This design comes from an exercise in tuning for small area, a short achievable clock period and few clock cycles per item on the open sky130 flow, not from production work.
The RTL was checked by simulation tests, not by an equivalence proof against the original design.

==> inputs of v29 <==
==> flow/design.v <==
`timescale 1ns/1ps
package dp_imm_pkg;
  typedef logic [64-1:0] word_t;
  typedef logic [31:0] inst_t;
  typedef logic [$clog2(32)-1:0] prn_t;   
  typedef logic [6-1:0] inst_id_t;   
endpackage
`timescale 1ns/1ps
module issue_fsm (
  input  logic                     fu,
  input  logic                     rst,
  input  logic                     issue,
  input  dp_imm_pkg::inst_t        inst,
  input  dp_imm_pkg::word_t        pc,
  input  dp_imm_pkg::prn_t         src_prn,
  input  dp_imm_pkg::prn_t         dst_prn,
  output logic                     ready,
  input  logic [32-1:0]   rf_valid_nxt,   
  output logic                     x_vld,
  output logic                     x_we,
  output dp_imm_pkg::prn_t         x_dst,
  output logic [3:0]               x_hs,      
  output logic                     x_fwd,     
  output logic [32-1:0]   x_sel,     
  output logic [15:0]              x_imm,
  output logic                     x_adrp,
  output logic [20:0]              x_low,
  output logic                     x_incm,
  output logic                     x_decm,
  output logic                     x_incu,
  output logic                     x_decu,
  output logic [64-22:0]     x_hi
);
  localparam logic [8:0] MOVK_OP = 9'b111100101;   
  localparam logic [8:0] MOVZ_OP = 9'b110100101;
  localparam logic [4:0] ADR_OP  = 5'b10000;       
  logic        accept;
  logic        is_movk, is_movz, is_adr;
  logic        sel_r, sel_p;
  logic [20:0] imm21;
  logic        fwd;
  logic [32-1:0] rd_ok;
  logic [11:0] lo_r, lo_p;
  logic [10:0] u0_r, u0_p, u1_r, u1_p;
  logic [20:0] low_r, low_p;
  logic        c21_r, c21_p, c21;
  logic        inc, dec;
  logic        ones_mid, zeros_mid;
  assign ready  = 1'b1;
  assign accept = issue && !rst;
  assign is_movk = (inst[31:23] == MOVK_OP);
  assign is_movz = (inst[31:23] == MOVZ_OP);
  assign is_adr  = (inst[28:24] == ADR_OP);
  assign sel_r   = is_adr && !inst[31];
  assign sel_p   = is_adr && inst[31];
  assign imm21   = {inst[23:5], inst[30:29]};
  prefix_add #(.W(11)) add_lo_r (.a(pc[10:0]),  .b(imm21[10:0]),  .cin(1'b0), .s(lo_r));
  prefix_add #(.W(10)) add_u0_r (.a(pc[20:11]), .b(imm21[20:11]), .cin(1'b0), .s(u0_r));
  prefix_add #(.W(10)) add_u1_r (.a(pc[20:11]), .b(imm21[20:11]), .cin(1'b1), .s(u1_r));
  prefix_add #(.W(11)) add_lo_p (.a(pc[22:12]), .b(imm21[10:0]),  .cin(1'b0), .s(lo_p));
  prefix_add #(.W(10)) add_u0_p (.a(pc[32:23]), .b(imm21[20:11]), .cin(1'b0), .s(u0_p));
  prefix_add #(.W(10)) add_u1_p (.a(pc[32:23]), .b(imm21[20:11]), .cin(1'b1), .s(u1_p));
  assign low_r = {lo_r[11] ? u1_r[9:0] : u0_r[9:0], lo_r[10:0]};
  assign low_p = {lo_p[11] ? u1_p[9:0] : u0_p[9:0], lo_p[10:0]};
  assign c21_r = lo_r[11] ? u1_r[10] : u0_r[10];
  assign c21_p = lo_p[11] ? u1_p[10] : u0_p[10];
  assign c21   = (sel_r && c21_r) || (sel_p && c21_p);
  assign inc = c21 && !imm21[20];
  assign dec = is_adr && !c21 && imm21[20];
  assign ones_mid  = inst[31] || (&pc[32:21]);
  assign zeros_mid = inst[31] || !(|pc[32:21]);
  assign fwd = is_movk && x_vld && x_we && (src_prn == x_dst);
  always_comb begin
    for (int i = 0; i < 32; i++)
      rd_ok[i] = rf_valid_nxt[i] && !(x_vld && x_we && (x_dst == i));
  end
  always_ff @(posedge fu) begin
    if (rst)
      x_vld <= 1'b0;
    else
      x_vld <= accept;
  end
  always_ff @(posedge fu) begin
    x_we   <= is_movk || is_movz || is_adr;
    x_dst  <= dst_prn;
    x_hs   <= (is_movk || is_movz) ? (4'b0001 << inst[22:21]) : 4'b0000;
    x_fwd  <= fwd;
    x_imm  <= inst[20:5];
    x_adrp <= inst[31];
    x_low  <= ({21{sel_r}} & low_r) | ({21{sel_p}} & low_p);
    x_incm <= inc;
    x_decm <= dec;
    x_incu <= inc && ones_mid;
    x_decu <= dec && zeros_mid;
    x_hi   <= is_adr ? pc[64-1:21] : '0;
    for (int i = 0; i < 32; i++)
      x_sel[i] <= is_movk && (src_prn == i) && rd_ok[i];
  end
endmodule
module prefix_add #(
  parameter int W = 8
) (
  input  logic [W-1:0] a,
  input  logic [W-1:0] b,
  input  logic         cin,
  output logic [W:0]   s
);
  localparam int L = $clog2(W + 1);
  logic [W:0] g [L+1];
  logic [W:0] p [L+1];
  assign g[0] = {a & b, cin};
  assign p[0] = {a ^ b, 1'b0};
  for (genvar k = 0; k < L; k++) begin : level
    for (genvar i = 0; i <= W; i++) begin : bit_
      if (i >= (1 << k)) begin : merge
        assign g[k+1][i] = g[k][i] | (p[k][i] & g[k][i - (1 << k)]);
        assign p[k+1][i] = p[k][i] & p[k][i - (1 << k)];
      end else begin : pass
        assign g[k+1][i] = g[k][i];
        assign p[k+1][i] = p[k][i];
      end
    end
  end
  assign s = {g[L][W], p[0][W:1] ^ g[L][W-1:0]};
endmodule
`timescale 1ns/1ps
module inst_id_counter (
  input  logic                  fu,
  input  logic                  rst,
  input  logic                  done,
  output dp_imm_pkg::inst_id_t  done_id,
  output logic [15:0]           retired
);
  always_ff @(posedge fu) begin
    if (rst) begin
      done_id <= '0;
      retired <= '0;
    end else if (done) begin
      done_id <= done_id + 1'b1;   
      if (retired != '1)
        retired <= retired + 1'b1;   
    end
  end
endmodule
`timescale 1ns/1ps
module phys_reg_file (
  input  logic                     fu,
  input  logic                     rst,
  input  logic [32-1:0]   rd_sel,
  output dp_imm_pkg::word_t        rd_data,
  input  logic [32-1:0]   wr_en,      
  input  dp_imm_pkg::word_t        wr_data,
  output logic [32-1:0]   valid_nxt
);
  logic [32-1:0][64-1:0] regs;
  logic [32-1:0]               valid;
  assign valid_nxt = valid | wr_en;
  always_ff @(posedge fu) begin
    if (rst)
      valid <= '0;
    else
      valid <= valid_nxt;
  end
  always_ff @(posedge fu) begin
    for (int i = 0; i < 32; i++)
      if (wr_en[i])
        regs[i] <= wr_data;
  end
  always_comb begin
    rd_data = '0;
    for (int i = 0; i < 32; i++)
      rd_data = rd_data | ({64{rd_sel[i]}} & regs[i]);
  end
endmodule
`timescale 1ns/1ps
module dp_imm_fu (
  input  logic                     fu,
  input  logic                     rst,
  input  logic                     x_vld,
  input  logic                     x_we,
  input  dp_imm_pkg::prn_t         x_dst,
  input  logic [3:0]               x_hs,
  input  logic                     x_fwd,
  input  logic [15:0]              x_imm,
  input  logic                     x_adrp,
  input  logic [20:0]              x_low,
  input  logic                     x_incm,
  input  logic                     x_decm,
  input  logic                     x_incu,
  input  logic                     x_decu,
  input  logic [64-22:0]     x_hi,
  input  dp_imm_pkg::word_t        rf_data,    
  output logic                     done,
  output dp_imm_pkg::prn_t         done_prn,
  output logic                     done_we,
  output dp_imm_pkg::word_t        done_data,
  output logic                     cnt_en,                 
  output logic [32-1:0]   wr_en,                  
  output dp_imm_pkg::word_t        wr_data                 
);
  localparam int UW = 64 - 33;   
  logic              done_n;
  dp_imm_pkg::word_t wr_data_n;
  logic [11:0]       mid_ones, mid_zeros;   
  logic [UW-1:0]     up_ones, up_zeros;     
  logic [11:0]       mid;
  logic [UW-1:0]     up;
  dp_imm_pkg::word_t sum;
  dp_imm_pkg::word_t opnd;
  dp_imm_pkg::word_t result;
  always_comb begin
    mid_ones[0]  = 1'b1;
    mid_zeros[0] = 1'b1;
    for (int i = 1; i < 12; i++) begin
      mid_ones[i]  = mid_ones[i-1] && x_hi[i-1];
      mid_zeros[i] = mid_zeros[i-1] && !x_hi[i-1];
    end
    up_ones[0]  = 1'b1;
    up_zeros[0] = 1'b1;
    for (int i = 1; i < UW; i++) begin
      up_ones[i]  = up_ones[i-1] && x_hi[12+i-1];
      up_zeros[i] = up_zeros[i-1] && !x_hi[12+i-1];
    end
  end
  assign mid = x_hi[11:0] ^ (({12{x_incm}} & mid_ones) | ({12{x_decm}} & mid_zeros));
  assign up  = x_hi[42:12] ^ (({UW{x_incu}} & up_ones) | ({UW{x_decu}} & up_zeros));
  assign sum[64-1:33] = up;
  assign sum[32:21] = x_adrp ? x_low[20:9] : mid;
  assign sum[20:12] = x_adrp ? x_low[8:0]  : x_low[20:12];
  assign sum[11:0]  = x_adrp ? 12'b0       : x_low[11:0];
  assign opnd = rf_data | ({64{x_fwd}} & wr_data) | sum;
  always_comb begin
    for (int h = 0; h < 4; h++)
      result[16*h +: 16] = x_hs[h] ? x_imm : opnd[16*h +: 16];
  end
  assign cnt_en  = !done_n;
  assign wr_data = ~wr_data_n;
  always_ff @(posedge fu) begin
    if (rst) begin
      done   <= 1'b0;
      done_n <= 1'b1;
      wr_en  <= '0;
    end else begin
      done   <= x_vld;
      done_n <= !x_vld;
      for (int i = 0; i < 32; i++)
        wr_en[i] <= x_vld && x_we && (x_dst == i);
    end
  end
  always_ff @(posedge fu) begin
    done_prn  <= x_dst;
    done_we   <= x_we;
    done_data <= result;
    wr_data_n <= ~result;
  end
endmodule
`timescale 1ns/1ps
module dp_imm_slice (
  input  logic                  fu,
  input  logic                  rst,
  input  logic                  issue,
  input  dp_imm_pkg::inst_t     inst,
  input  dp_imm_pkg::word_t     pc,
  input  dp_imm_pkg::prn_t      src_prn,
  input  dp_imm_pkg::prn_t      dst_prn,
  output logic                  ready,
  output logic                  done,
  output dp_imm_pkg::inst_id_t  done_id,
  output dp_imm_pkg::prn_t      done_prn,
  output logic                  done_we,
  output dp_imm_pkg::word_t     done_data,
  output logic [15:0]           retired
);
  logic                    x_vld;
  logic                    x_we;
  dp_imm_pkg::prn_t        x_dst;
  logic [3:0]              x_hs;
  logic                    x_fwd;
  logic [32-1:0]  x_sel;
  logic [15:0]             x_imm;
  logic                    x_adrp;
  logic [20:0]             x_low;
  logic                    x_incm;
  logic                    x_decm;
  logic                    x_incu;
  logic                    x_decu;
  logic [64-22:0]    x_hi;
  logic [32-1:0]  rf_valid_nxt;
  dp_imm_pkg::word_t       rf_data;
  logic                    cnt_en;
  logic [32-1:0]  wr_en;
  dp_imm_pkg::word_t       wr_data;
  issue_fsm issue_fsm_inst (
    .fu(fu), .rst(rst), .issue(issue), .inst(inst), .pc(pc),
    .src_prn(src_prn), .dst_prn(dst_prn), .ready(ready),
    .rf_valid_nxt(rf_valid_nxt),
    .x_vld(x_vld), .x_we(x_we), .x_dst(x_dst), .x_hs(x_hs), .x_fwd(x_fwd),
    .x_sel(x_sel), .x_imm(x_imm), .x_adrp(x_adrp), .x_low(x_low),
    .x_incm(x_incm), .x_decm(x_decm), .x_incu(x_incu), .x_decu(x_decu),
    .x_hi(x_hi)
  );
  phys_reg_file phys_reg_file_inst (
    .fu(fu), .rst(rst), .rd_sel(x_sel), .rd_data(rf_data),
    .wr_en(wr_en), .wr_data(wr_data), .valid_nxt(rf_valid_nxt)
  );
  dp_imm_fu dp_imm_fu_inst (
    .fu(fu), .rst(rst), .x_vld(x_vld), .x_we(x_we), .x_dst(x_dst),
    .x_hs(x_hs), .x_fwd(x_fwd), .x_imm(x_imm), .x_adrp(x_adrp),
    .x_low(x_low), .x_incm(x_incm), .x_decm(x_decm), .x_incu(x_incu),
    .x_decu(x_decu), .x_hi(x_hi), .rf_data(rf_data),
    .done(done), .done_prn(done_prn), .done_we(done_we),
    .done_data(done_data), .cnt_en(cnt_en), .wr_en(wr_en), .wr_data(wr_data)
  );
  inst_id_counter inst_id_counter_inst (
    .fu(fu), .rst(rst), .done(cnt_en), .done_id(done_id), .retired(retired)
  );
endmodule
==> flow/run.sh <==
#!/bin/bash
# synth_recipe.tcl (not shown) runs the flow's synth.tcl, then flattens the netlist and writes it again
# the make line also repeats each setting of config.mk as NAME=value (left out here)
make -C /OpenROAD-flow-scripts/flow DESIGN_CONFIG=/design/flow/config.mk WORK_HOME=/design/flow/orfs CLKGATE_MAP_FILE= SYNTH_SCRIPT=/design/flow/synth_recipe.tcl finish
==> flow/config.mk <==
export PLATFORM = sky130hd
export DESIGN_NAME = dp_imm_slice
export DESIGN_NICKNAME = dp_imm_slice
export VERILOG_FILES = /design/flow/design.v
export SDC_FILE = /design/flow/constraint.sdc
export NUM_CORES = 4
export LEC_CHECK = 0
export CAP_MARGIN = 20
export CORE_MARGIN = 2
export CORE_UTILIZATION = 60
export CTS_CLUSTER_DIAMETER = 80
export CTS_CLUSTER_SIZE = 24
export SETUP_SLACK_MARGIN = 2.7
export SLEW_MARGIN = 20
==> flow/constraint.sdc <==
create_clock -name core_clock -period 5.0 [get_ports {fu}]
set_input_delay 1.0000 -clock core_clock [delete_from_list [all_inputs] [get_ports {fu}]]
set_output_delay 1.0000 -clock core_clock [all_outputs]
set_load 0.01 [all_outputs]
==> inputs of v23, as changes to v29 <==
--- a/flow/design.v
+++ b/flow/design.v
@@ -30,5 +30,9 @@
   output logic                     x_incu,
   output logic                     x_decu,
-  output logic [64-22:0]     x_hi
+  output logic [64-22:0]     x_hi,
+  output logic [2:1]               x_mg1,
+  output logic [2:1]               x_mg0,
+  output logic [7:1]               x_ug1,
+  output logic [7:1]               x_ug0
 );
   localparam logic [8:0] MOVK_OP = 9'b111100101;   
@@ -47,4 +51,6 @@
   logic        inc, dec;
   logic        ones_mid, zeros_mid;
+  logic [2:1]  mg1, mg0;
+  logic [7:1]  ug1, ug0;
   assign ready  = 1'b1;
   assign accept = issue && !rst;
@@ -70,4 +76,22 @@
   assign ones_mid  = inst[31] || (&pc[32:21]);
   assign zeros_mid = inst[31] || !(|pc[32:21]);
+  always_comb begin
+    for (int g = 1; g < 3; g++) begin
+      mg1[g] = 1'b1;
+      mg0[g] = 1'b1;
+      for (int j = 0; j < 4*g; j++) begin
+        mg1[g] = mg1[g] && pc[21+j];
+        mg0[g] = mg0[g] && !pc[21+j];
+      end
+    end
+    for (int g = 1; g < 8; g++) begin
+      ug1[g] = 1'b1;
+      ug0[g] = 1'b1;
+      for (int j = 0; j < 4*g; j++) begin
+        ug1[g] = ug1[g] && pc[33+j];
+        ug0[g] = ug0[g] && !pc[33+j];
+      end
+    end
+  end
   assign fwd = is_movk && x_vld && x_we && (src_prn == x_dst);
   always_comb begin
@@ -94,4 +118,8 @@
     x_decu <= dec && zeros_mid;
     x_hi   <= is_adr ? pc[64-1:21] : '0;
+    x_mg1  <= mg1;
+    x_mg0  <= mg0;
+    x_ug1  <= ug1;
+    x_ug0  <= ug0;
     for (int i = 0; i < 32; i++)
       x_sel[i] <= is_movk && (src_prn == i) && rd_ok[i];
@@ -190,4 +218,8 @@
   input  logic                     x_decu,
   input  logic [64-22:0]     x_hi,
+  input  logic [2:1]               x_mg1,
+  input  logic [2:1]               x_mg0,
+  input  logic [7:1]               x_ug1,
+  input  logic [7:1]               x_ug0,
   input  dp_imm_pkg::word_t        rf_data,    
   output logic                     done,
@@ -210,15 +242,19 @@
   dp_imm_pkg::word_t result;
   always_comb begin
-    mid_ones[0]  = 1'b1;
-    mid_zeros[0] = 1'b1;
-    for (int i = 1; i < 12; i++) begin
-      mid_ones[i]  = mid_ones[i-1] && x_hi[i-1];
-      mid_zeros[i] = mid_zeros[i-1] && !x_hi[i-1];
+    for (int i = 0; i < 12; i++) begin
+      mid_ones[i]  = (i < 4) ? 1'b1 : x_mg1[i/4];
+      mid_zeros[i] = (i < 4) ? 1'b1 : x_mg0[i/4];
+      for (int j = 4*(i/4); j < i; j++) begin
+        mid_ones[i]  = mid_ones[i] && x_hi[j];
+        mid_zeros[i] = mid_zeros[i] && !x_hi[j];
+      end
     end
-    up_ones[0]  = 1'b1;
-    up_zeros[0] = 1'b1;
-    for (int i = 1; i < UW; i++) begin
-      up_ones[i]  = up_ones[i-1] && x_hi[12+i-1];
-      up_zeros[i] = up_zeros[i-1] && !x_hi[12+i-1];
+    for (int i = 0; i < UW; i++) begin
+      up_ones[i]  = (i < 4) ? 1'b1 : x_ug1[i/4];
+      up_zeros[i] = (i < 4) ? 1'b1 : x_ug0[i/4];
+      for (int j = 4*(i/4); j < i; j++) begin
+        up_ones[i]  = up_ones[i] && x_hi[12+j];
+        up_zeros[i] = up_zeros[i] && !x_hi[12+j];
+      end
     end
   end
@@ -286,4 +322,8 @@
   logic                    x_decu;
   logic [64-22:0]    x_hi;
+  logic [2:1]              x_mg1;
+  logic [2:1]              x_mg0;
+  logic [7:1]              x_ug1;
+  logic [7:1]              x_ug0;
   logic [32-1:0]  rf_valid_nxt;
   dp_imm_pkg::word_t       rf_data;
@@ -298,5 +338,5 @@
     .x_sel(x_sel), .x_imm(x_imm), .x_adrp(x_adrp), .x_low(x_low),
     .x_incm(x_incm), .x_decm(x_decm), .x_incu(x_incu), .x_decu(x_decu),
-    .x_hi(x_hi)
+    .x_hi(x_hi), .x_mg1(x_mg1), .x_mg0(x_mg0), .x_ug1(x_ug1), .x_ug0(x_ug0)
   );
   phys_reg_file phys_reg_file_inst (
@@ -308,5 +348,6 @@
     .x_hs(x_hs), .x_fwd(x_fwd), .x_imm(x_imm), .x_adrp(x_adrp),
     .x_low(x_low), .x_incm(x_incm), .x_decm(x_decm), .x_incu(x_incu),
-    .x_decu(x_decu), .x_hi(x_hi), .rf_data(rf_data),
+    .x_decu(x_decu), .x_hi(x_hi), .x_mg1(x_mg1), .x_mg0(x_mg0),
+    .x_ug1(x_ug1), .x_ug0(x_ug0), .rf_data(rf_data),
     .done(done), .done_prn(done_prn), .done_we(done_we),
     .done_data(done_data), .cnt_en(cnt_en), .wr_en(wr_en), .wr_data(wr_data)
- CORE_UTILIZATION: 60 -> 64
- SETUP_SLACK_MARGIN: 2.7 -> 2.6
==> comparison table <==
| item | v23 | v29 |
|---|---|---|
| Seq area share | 70.6% | 69.3% |
| Total standard cell area after synthesis | 86,900 um2 | 86,800 um2 |
| Mean Syn Cell Area | 16.6 um2 | 16.5 um2 |
| Met3 routed WL | 53,800 um | 53,200 um |
| Adder-cell area share of the yosys netlist | 0.708% | 0.709% |
| Number of global-route vias before repair | 51,870 | 52,630 |
| Cell count after synthesis | 5,233 | 5,259 |
| Post-placement cell area | 91,600 um2 | 91,900 um2 |
| Outcome | no timing/DRC/antenna violations | no timing/DRC/antenna violations |
| Global-route track usage on met2 | 66.2% | 63.6% |
| Worst Path Arrival | 3.17 ns | 3.82 ns |
| Critical R2R Launch | issue_fsm_inst.x_sel[10] | issue_fsm_inst.x_decu |
| Area share of the leading cell type in the synthesized netlist | 70.7% | 70.9% |
Testbench counts of v29, summed over its fixed seeds: cycles 12,016, items 12,000.
Testbench counts of v23, summed over its fixed seeds: cycles 12,016, items 12,000.

[what the ideal ports hide]
The results above use ideal ports. As a check the final layouts listed here were re-extracted and re-timed, cells and wires unchanged.
Step 1: set_driving_cell puts a clkbuf_16 on fu and a buf_2 on each other input, an assumption about the parent block.
Step 2, shift: input delay + t, output delay - t, t = (earliest + latest rising clock arrival at the registers) / 2. This alone moves slack from input paths to output paths.
a / b / c = ideal / step 1 / step 2; a / b = the first two.
run | shift t [ns] | setup slack, ns | worst slew at a driven data input, ns
v29 | 0.869 | 1.853 / 1.853 / 1.349 | 0.06
v23 | 0.881 | 2.492 / 2.492 / 1.740 | 0.07
After both steps setup and hold are still met in every run listed. The setup slack of v23, which loses most, moves by 0.000 ns with the drivers and by -0.752 ns with both steps.
